What follows belongs to an exercise in optimizing a design on an open flow for small area, a short achievable clock period and few clock cycles per item; a production flow would make more cautious choices. Where RTL was checked, it was by simulation tests only, not by an equivalence proof against the original.

run F:
==> flow/design.v <==
`timescale 1ns/1ps
`default_nettype none
module clyde_ctrl (
    input  logic       clk,
    input  logic       arst_n,
    input  logic       start,
    output logic       busy,
    output logic       idle,
    output logic       done,
    output logic       cmd_load,
    output logic [3:0] w_even,
    output logic [3:0] w_odd
);
    localparam logic [3:0] W_INIT = 4'b0001;
    localparam logic [3:0] W_LAST = 4'b1100;
    logic [3:0] w_q;
    logic       last_step;
    logic [3:0] w_after;
    assign w_even    = w_q;
    assign w_odd     = {w_q[2:0], w_q[3] ^ w_q[0]};
    assign w_after   = {w_odd[2:0], w_odd[3] ^ w_odd[0]};
    assign idle      = ~busy;
    assign cmd_load  = start & idle;
    assign last_step = (w_q == W_LAST);
    always_ff @(posedge clk) begin
        w_q <= busy ? w_after : W_INIT;
    end
    always_ff @(posedge clk or negedge arst_n) begin
        if (!arst_n) begin
            busy <= 1'b0;
            done <= 1'b0;
        end else begin
            done <= busy & last_step;
            busy <= cmd_load | (busy & ~last_step);
        end
    end
endmodule
`default_nettype wire
`timescale 1ns/1ps
`default_nettype none
module clyde_andxor (
    input  logic a,
    input  logic b,
    input  logic c,
    output logic y
);
    assign y = (a & b) ^ c;
endmodule
module clyde_sbox_col (
    input  logic [3:0] x,
    output logic [3:0] y
);
    clyde_andxor u_y1 (.a(x[0]), .b(x[1]), .c(x[2]), .y(y[1]));
    clyde_andxor u_y0 (.a(x[3]), .b(x[0]), .c(x[1]), .y(y[0]));
    clyde_andxor u_y3 (.a(y[1]), .b(x[3]), .c(x[0]), .y(y[3]));
    clyde_andxor u_y2 (.a(y[0]), .b(y[1]), .c(x[3]), .y(y[2]));
endmodule
module clyde_sbox_layer (
    input  logic [127:0] state_in,
    output logic [127:0] state_out
);
    for (genvar c = 0; c < 32; c++) begin : g_col
        clyde_sbox_col u_col (
            .x ({state_in[96+c], state_in[64+c], state_in[32+c], state_in[c]}),
            .y ({state_out[96+c], state_out[64+c], state_out[32+c], state_out[c]})
        );
    end
endmodule
`default_nettype wire
`timescale 1ns/1ps
`default_nettype none
module clyde_lbox_layer (
    input  logic [127:0] state_in,
    input  logic [3:0]   w_value,
    output logic [127:0] state_out
);
    localparam int LB_ROT_A = 12;
    localparam int LB_ROT_B = 3;
    logic [31:0] r0, r1, r2, r3;
    logic [31:0] x_new0, y_new0, x_new1, y_new1;
    assign r0 = state_in[31:0];
    assign r1 = state_in[63:32];
    assign r2 = state_in[95:64];
    assign r3 = state_in[127:96];
    assign x_new0 = r0 ^ {r1[LB_ROT_A-1:0], r1[31:LB_ROT_A]};
    assign x_new1 = r2 ^ {r3[LB_ROT_A-1:0], r3[31:LB_ROT_A]};
    assign y_new0 = r1 ^ {x_new0[LB_ROT_B-1:0], x_new0[31:LB_ROT_B]};
    assign y_new1 = r3 ^ {x_new1[LB_ROT_B-1:0], x_new1[31:LB_ROT_B]};
    assign state_out = {y_new1[31:1], y_new1[0] ^ w_value[3],
                        x_new1[31:1], x_new1[0] ^ w_value[2],
                        y_new0[31:1], y_new0[0] ^ w_value[1],
                        x_new0[31:1], x_new0[0] ^ w_value[0]};
endmodule
`default_nettype wire
`timescale 1ns/1ps
`default_nettype none
module clyde_tweakey (
    input  logic         clk,
    input  logic         busy,
    input  logic         idle,
    input  logic [127:0] tweak,
    input  logic [127:0] key,
    output logic [127:0] tk_value
);
    logic [127:0] tweak_q;
    logic [127:0] tweak_d;
    assign tweak_d = ({128{busy}} & {tweak_q[63:0], tweak_q[63:0] ^ tweak_q[127:64]})
                   | ({128{idle}} & tweak);
    always_ff @(posedge clk) begin
        tweak_q <= tweak_d;
    end
    assign tk_value = key ^ tweak_d;
endmodule
`default_nettype wire
`timescale 1ns/1ps
`default_nettype none
module clyde_datapath (
    input  logic         clk,
    input  logic [127:0] data_in,
    input  logic [127:0] key,
    input  logic [127:0] tweak,
    input  logic         busy,
    input  logic         idle,
    input  logic         cmd_load,
    input  logic [3:0]   w_even,
    input  logic [3:0]   w_odd,
    output logic [127:0] data_out
);
    logic [127:0] state_q;
    logic [127:0] state_d;
    logic [127:0] sbox_a, lbox_a, sbox_b, lbox_b;
    logic [127:0] tk_value;
    clyde_sbox_layer u_sbox_a (.state_in(state_q), .state_out(sbox_a));
    clyde_lbox_layer u_lbox_a (.state_in(sbox_a), .w_value(w_even), .state_out(lbox_a));
    clyde_sbox_layer u_sbox_b (.state_in(lbox_a), .state_out(sbox_b));
    clyde_lbox_layer u_lbox_b (.state_in(sbox_b), .w_value(w_odd), .state_out(lbox_b));
    clyde_tweakey u_tweakey (
        .clk      (clk),
        .busy     (busy),
        .idle     (idle),
        .tweak    (tweak),
        .key      (key),
        .tk_value (tk_value)
    );
    assign state_d = (({128{busy}} & lbox_b) | ({128{idle}} & data_in)) ^ tk_value;
    always_ff @(posedge clk) begin
        if (busy | cmd_load) begin
            state_q <= state_d;
        end
    end
    assign data_out = state_q;
endmodule
`default_nettype wire
`timescale 1ns/1ps
`default_nettype none
module clyde_top (
    input  logic         clk,
    input  logic         arst_n,
    input  logic         start,
    input  logic [127:0] data_in,
    input  logic [127:0] key,
    input  logic [127:0] tweak,
    output logic [127:0] data_out,
    output logic         busy,
    output logic         done
);
    logic       cmd_load;
    logic       idle;
    logic [3:0] w_even;
    logic [3:0] w_odd;
    clyde_ctrl u_ctrl (
        .clk      (clk),
        .arst_n   (arst_n),
        .start    (start),
        .busy     (busy),
        .idle     (idle),
        .done     (done),
        .cmd_load (cmd_load),
        .w_even   (w_even),
        .w_odd    (w_odd)
    );
    clyde_datapath u_datapath (
        .clk      (clk),
        .data_in  (data_in),
        .key      (key),
        .tweak    (tweak),
        .busy     (busy),
        .idle     (idle),
        .cmd_load (cmd_load),
        .w_even   (w_even),
        .w_odd    (w_odd),
        .data_out (data_out)
    );
endmodule
`default_nettype wire
==> flow/config.mk <==
export PLATFORM = sky130hd
export DESIGN_NAME = clyde_top
export DESIGN_NICKNAME = clyde_top
export VERILOG_FILES = /design/flow/design.v
export SDC_FILE = /design/flow/constraint.sdc
export NUM_CORES = 4
export LEC_CHECK = 0
export CAP_MARGIN = 20
export CORE_MARGIN = 2
export CORE_UTILIZATION = 50
export SETUP_SLACK_MARGIN = 2.0
export SLEW_MARGIN = 20
export SYNTH_HIERARCHICAL = 1
==> flow/constraint.sdc <==
create_clock -name core_clock -period 6.0 [get_ports {clk}]
set_input_delay 1.2000 -clock core_clock [delete_from_list [all_inputs] [get_ports {clk}]]
set_output_delay 1.2000 -clock core_clock [all_outputs]
set_load 0.01 [all_outputs]
standard.sh (not shown) runs the stock make flow with config.mk's settings and CLKGATE_MAP_FILE= SYNTH_SCRIPT=/design/flow/synth_recipe.tcl, a recipe that flattens the netlist after the stock synthesis.
==> flow/flow/run.sh <==
#!/bin/bash
# Standard layout, with plain buf_1 cells as the port buffers in place of the
# delay buffers buffer_ports picks by default (every port still gets a
# buffer), and a clock tree built from mid-size clock buffers without
# dummy loads. Gates off the critical paths are then downsized (power
# recovery), which also trims area.
set -euo pipefail
export BUFFER_PORTS_ARGS="-buffer_cell sky130_fd_sc_hd__buf_1"
export CTS_ARGS="-sink_clustering_enable -repair_clock_nets -dont_use_dummy_load -buf_list {sky130_fd_sc_hd__clkbuf_4 sky130_fd_sc_hd__clkbuf_8}"
export RECOVER_POWER=100
bash standard.sh > standard_flow.log 2>&1
In run F the implementation completed, yet the final layout does not meet the checks, the culprit being capacitance limit, slew limit.
Relative to run F, the following input files were edited for run E:
--- a/flow/design.v
+++ b/flow/design.v
@@ -2,13 +2,12 @@
 `default_nettype none
 module clyde_ctrl (
     input  logic       clk,
     input  logic       arst_n,
     input  logic       start,
     output logic       busy,
-    output logic       idle,
     output logic       done,
     output logic       cmd_load,
     output logic [3:0] w_even,
     output logic [3:0] w_odd
 );
     localparam logic [3:0] W_INIT = 4'b0001;
@@ -16,14 +15,13 @@
     logic [3:0] w_q;
     logic       last_step;
     logic [3:0] w_after;
     assign w_even    = w_q;
     assign w_odd     = {w_q[2:0], w_q[3] ^ w_q[0]};
     assign w_after   = {w_odd[2:0], w_odd[3] ^ w_odd[0]};
-    assign idle      = ~busy;
-    assign cmd_load  = start & idle;
+    assign cmd_load  = start & ~busy;
     assign last_step = (w_q == W_LAST);
     always_ff @(posedge clk) begin
         w_q <= busy ? w_after : W_INIT;
     end
     always_ff @(posedge clk or negedge arst_n) begin
         if (!arst_n) begin
@@ -94,21 +92,19 @@
 `default_nettype wire
 `timescale 1ns/1ps
 `default_nettype none
 module clyde_tweakey (
     input  logic         clk,
     input  logic         busy,
-    input  logic         idle,
     input  logic [127:0] tweak,
     input  logic [127:0] key,
     output logic [127:0] tk_value
 );
     logic [127:0] tweak_q;
     logic [127:0] tweak_d;
-    assign tweak_d = ({128{busy}} & {tweak_q[63:0], tweak_q[63:0] ^ tweak_q[127:64]})
-                   | ({128{idle}} & tweak);
+    assign tweak_d = busy ? {tweak_q[63:0], tweak_q[63:0] ^ tweak_q[127:64]} : tweak;
     always_ff @(posedge clk) begin
         tweak_q <= tweak_d;
     end
     assign tk_value = key ^ tweak_d;
 endmodule
 `default_nettype wire
@@ -117,13 +113,12 @@
 module clyde_datapath (
     input  logic         clk,
     input  logic [127:0] data_in,
     input  logic [127:0] key,
     input  logic [127:0] tweak,
     input  logic         busy,
-    input  logic         idle,
     input  logic         cmd_load,
     input  logic [3:0]   w_even,
     input  logic [3:0]   w_odd,
     output logic [127:0] data_out
 );
     logic [127:0] state_q;
@@ -134,22 +129,23 @@
     clyde_lbox_layer u_lbox_a (.state_in(sbox_a), .w_value(w_even), .state_out(lbox_a));
     clyde_sbox_layer u_sbox_b (.state_in(lbox_a), .state_out(sbox_b));
     clyde_lbox_layer u_lbox_b (.state_in(sbox_b), .w_value(w_odd), .state_out(lbox_b));
     clyde_tweakey u_tweakey (
         .clk      (clk),
         .busy     (busy),
-        .idle     (idle),
         .tweak    (tweak),
         .key      (key),
         .tk_value (tk_value)
     );
-    assign state_d = (({128{busy}} & lbox_b) | ({128{idle}} & data_in)) ^ tk_value;
+    always_comb begin
+        if (busy)          state_d = lbox_b ^ tk_value;
+        else if (cmd_load) state_d = data_in ^ tk_value;
+        else               state_d = state_q;
+    end
     always_ff @(posedge clk) begin
-        if (busy | cmd_load) begin
-            state_q <= state_d;
-        end
+        state_q <= state_d;
     end
     assign data_out = state_q;
 endmodule
 `default_nettype wire
 `timescale 1ns/1ps
 `default_nettype none
@@ -162,33 +158,30 @@
     input  logic [127:0] tweak,
     output logic [127:0] data_out,
     output logic         busy,
     output logic         done
 );
     logic       cmd_load;
-    logic       idle;
     logic [3:0] w_even;
     logic [3:0] w_odd;
     clyde_ctrl u_ctrl (
         .clk      (clk),
         .arst_n   (arst_n),
         .start    (start),
         .busy     (busy),
-        .idle     (idle),
         .done     (done),
         .cmd_load (cmd_load),
         .w_even   (w_even),
         .w_odd    (w_odd)
     );
     clyde_datapath u_datapath (
         .clk      (clk),
         .data_in  (data_in),
         .key      (key),
         .tweak    (tweak),
         .busy     (busy),
-        .idle     (idle),
         .cmd_load (cmd_load),
         .w_even   (w_even),
         .w_odd    (w_odd),
         .data_out (data_out)
     );
 endmodule
Results
- Run E completed every stage of the flow, and the final layout passed the timing, design-rule and antenna checks.
- Looking at number of violations of the max-capacitance limit, run E sits 2 below run F.
- Worst hold slack was higher in the run labelled run F.
- Run E against run F: routed wire length went down; critical path depth went down.
Testbench counts of run E, summed over its fixed seeds: cycles 1,800, blocks 256.
Only the layout flow was run in run F; the RTL was not checked for function there.

* * *

RTL: the design.v shown in full above, as it stands there.
==> flow/config.mk <==
export PLATFORM = sky130hd
export DESIGN_NAME = clyde_top
export DESIGN_NICKNAME = clyde_top
export VERILOG_FILES = /design/flow/design.v
export SDC_FILE = /design/flow/constraint.sdc
export NUM_CORES = 4
export LEC_CHECK = 0
export CAP_MARGIN = 20
export CORE_MARGIN = 2
export CORE_UTILIZATION = 50
export SETUP_SLACK_MARGIN = 2.0
export SLEW_MARGIN = 20
export SYNTH_HIERARCHICAL = 1
==> flow/constraint.sdc <==
create_clock -name core_clock -period 6.0 [get_ports {clk}]
set_input_delay 1.2000 -clock core_clock [delete_from_list [all_inputs] [get_ports {clk}]]
set_output_delay 1.2000 -clock core_clock [all_outputs]
set_load 0.01 [all_outputs]
==> flow/flow/run.sh <==
#!/bin/bash
# Standard layout, with plain buf_1 cells as the port buffers in place of the
# delay buffers buffer_ports picks by default (every port still gets a
# buffer), and a clock tree built from mid-size clock buffers without
# dummy loads.
set -euo pipefail
export BUFFER_PORTS_ARGS="-buffer_cell sky130_fd_sc_hd__buf_1"
export CTS_ARGS="-sink_clustering_enable -repair_clock_nets -dont_use_dummy_load -buf_list {sky130_fd_sc_hd__clkbuf_4 sky130_fd_sc_hd__clkbuf_8}"
bash standard.sh > standard_flow.log 2>&1
The baseline completed without violations.
Change:
--- a/flow/design.v
+++ b/flow/design.v
@@ -89,30 +89,48 @@
     assign state_out = {y_new1[31:1], y_new1[0] ^ w_value[3],
                         x_new1[31:1], x_new1[0] ^ w_value[2],
                         y_new0[31:1], y_new0[0] ^ w_value[1],
                         x_new0[31:1], x_new0[0] ^ w_value[0]};
 endmodule
 `default_nettype wire
+`default_nettype none
+module clyde_lbox_x (
+    input  logic [127:0] state_in,
+    output logic [31:0]  x_new0,
+    output logic [31:0]  x_new1
+);
+    localparam int LB_ROT_A = 12;
+    logic [31:0] r0, r1, r2, r3;
+    assign r0 = state_in[31:0];
+    assign r1 = state_in[63:32];
+    assign r2 = state_in[95:64];
+    assign r3 = state_in[127:96];
+    assign x_new0 = r0 ^ {r1[LB_ROT_A-1:0], r1[31:LB_ROT_A]};
+    assign x_new1 = r2 ^ {r3[LB_ROT_A-1:0], r3[31:LB_ROT_A]};
+endmodule
+`default_nettype wire
 `timescale 1ns/1ps
 `default_nettype none
 module clyde_tweakey (
     input  logic         clk,
     input  logic         busy,
     input  logic         idle,
+    input  logic [3:0]   w_value,
     input  logic [127:0] tweak,
     input  logic [127:0] key,
     output logic [127:0] tk_value
 );
     logic [127:0] tweak_q;
     logic [127:0] tweak_d;
     assign tweak_d = ({128{busy}} & {tweak_q[63:0], tweak_q[63:0] ^ tweak_q[127:64]})
                    | ({128{idle}} & tweak);
     always_ff @(posedge clk) begin
         tweak_q <= tweak_d;
     end
-    assign tk_value = key ^ tweak_d;
+    assign tk_value = key ^ tweak_d ^ {{31'd0, busy & w_value[3]}, {31'd0, busy & w_value[2]},
+                                       {31'd0, busy & w_value[1]}, {31'd0, busy & w_value[0]}};
 endmodule
 `default_nettype wire
 `timescale 1ns/1ps
 `default_nettype none
 module clyde_datapath (
     input  logic         clk,
@@ -125,27 +143,40 @@
     input  logic [3:0]   w_even,
     input  logic [3:0]   w_odd,
     output logic [127:0] data_out
 );
     logic [127:0] state_q;
     logic [127:0] state_d;
-    logic [127:0] sbox_a, lbox_a, sbox_b, lbox_b;
+    logic [127:0] sbox_a, lbox_a, sbox_b;
+    logic [31:0]  x_new0, x_new1;
+    logic [127:0] sel_d;
+    logic [127:0] part_d;
+    logic [63:0]  y_mix;
     logic [127:0] tk_value;
     clyde_sbox_layer u_sbox_a (.state_in(state_q), .state_out(sbox_a));
     clyde_lbox_layer u_lbox_a (.state_in(sbox_a), .w_value(w_even), .state_out(lbox_a));
     clyde_sbox_layer u_sbox_b (.state_in(lbox_a), .state_out(sbox_b));
-    clyde_lbox_layer u_lbox_b (.state_in(sbox_b), .w_value(w_odd), .state_out(lbox_b));
+    clyde_lbox_x     u_lbox_b (.state_in(sbox_b), .x_new0(x_new0), .x_new1(x_new1));
     clyde_tweakey u_tweakey (
         .clk      (clk),
         .busy     (busy),
         .idle     (idle),
+        .w_value  (w_odd),
         .tweak    (tweak),
         .key      (key),
         .tk_value (tk_value)
     );
-    assign state_d = (({128{busy}} & lbox_b) | ({128{idle}} & data_in)) ^ tk_value;
+    assign sel_d  = {sbox_b[127:96], x_new1, sbox_b[63:32], x_new0};
+    assign part_d = (({128{busy}} & sel_d) | ({128{idle}} & data_in)) ^ tk_value;
+    assign y_mix = {x_new1[2:0], x_new1[31:3], x_new0[2:0], x_new0[31:3]};
+    assign state_d[31:0]   = part_d[31:0];
+    assign state_d[95:64]  = part_d[95:64];
+    for (genvar i = 0; i < 32; i++) begin : g_ymix
+        clyde_andxor u_y0 (.a(busy), .b(y_mix[i]),    .c(part_d[32+i]), .y(state_d[32+i]));
+        clyde_andxor u_y1 (.a(busy), .b(y_mix[32+i]), .c(part_d[96+i]), .y(state_d[96+i]));
+    end
     always_ff @(posedge clk) begin
         if (busy | cmd_load) begin
             state_q <= state_d;
         end
     end
     assign data_out = state_q;
What happened:
- first-iteration DRC count is higher by 17%
- sequential share of layout area came out higher by 0.73 points
- register-to-register slack gains 0.36 ns
- worst hold slack improved by 0.027 ns
- final cell count rises by 2.3%
- setup slack gets better by 0.36 ns
- count of clock-buffer cells in the layout does not change
- clock skew is higher by 0.026 ns
- non-clock buffer count falls by 8
- die area barely changes
- area after synthesis is about the same
- via count climbs by 0.90%
Testbench counts after the change, summed over its fixed seeds: cycles 1,800, blocks 256.
The RTL of the first run of this note was laid out without a check of its function.

## static timing again, ports no longer ideal
Ports are ideal in the flow. The routed layouts listed here were re-timed in OpenROAD.
Step 1 (the two cells are an assumption about what drives the block):
set clk [get_ports {clk}]
set_driving_cell -lib_cell sky130_fd_sc_hd__clkbuf_16 $clk
set_driving_cell -lib_cell sky130_fd_sc_hd__buf_2 [delete_from_list [all_inputs] $clk]
Step 2 moves the port delays by t, midway between the first and last clock arrival at a register: inputs arrive t later, outputs are due t later. That takes back most of the time a late clock gives input paths.
Slacks: ideal ports / drivers / drivers and shift; pairs: ideal ports / drivers.
run	t, ns	slack for setup (ns)	hold slack, ns	latest minus earliest clock arrival (ns)	pins driven straight from the clock port
run F	0.655	1.336 / 1.336 / 1.336	0.370 / 0.344 / 0.516	0.024 / 0.024	1
run E	0.664	1.812 / 1.763 / 1.857	0.350 / 0.374 / 0.511	0.047 / 0.047	1
the first run of note 2	0.657	1.853 / 1.853 / 1.853	0.370 / 0.343 / 0.516	0.025 / 0.025	1
the second run of note 2	0.657	2.215 / 2.215 / 2.215	0.397 / 0.382 / 0.513	0.051 / 0.051	1
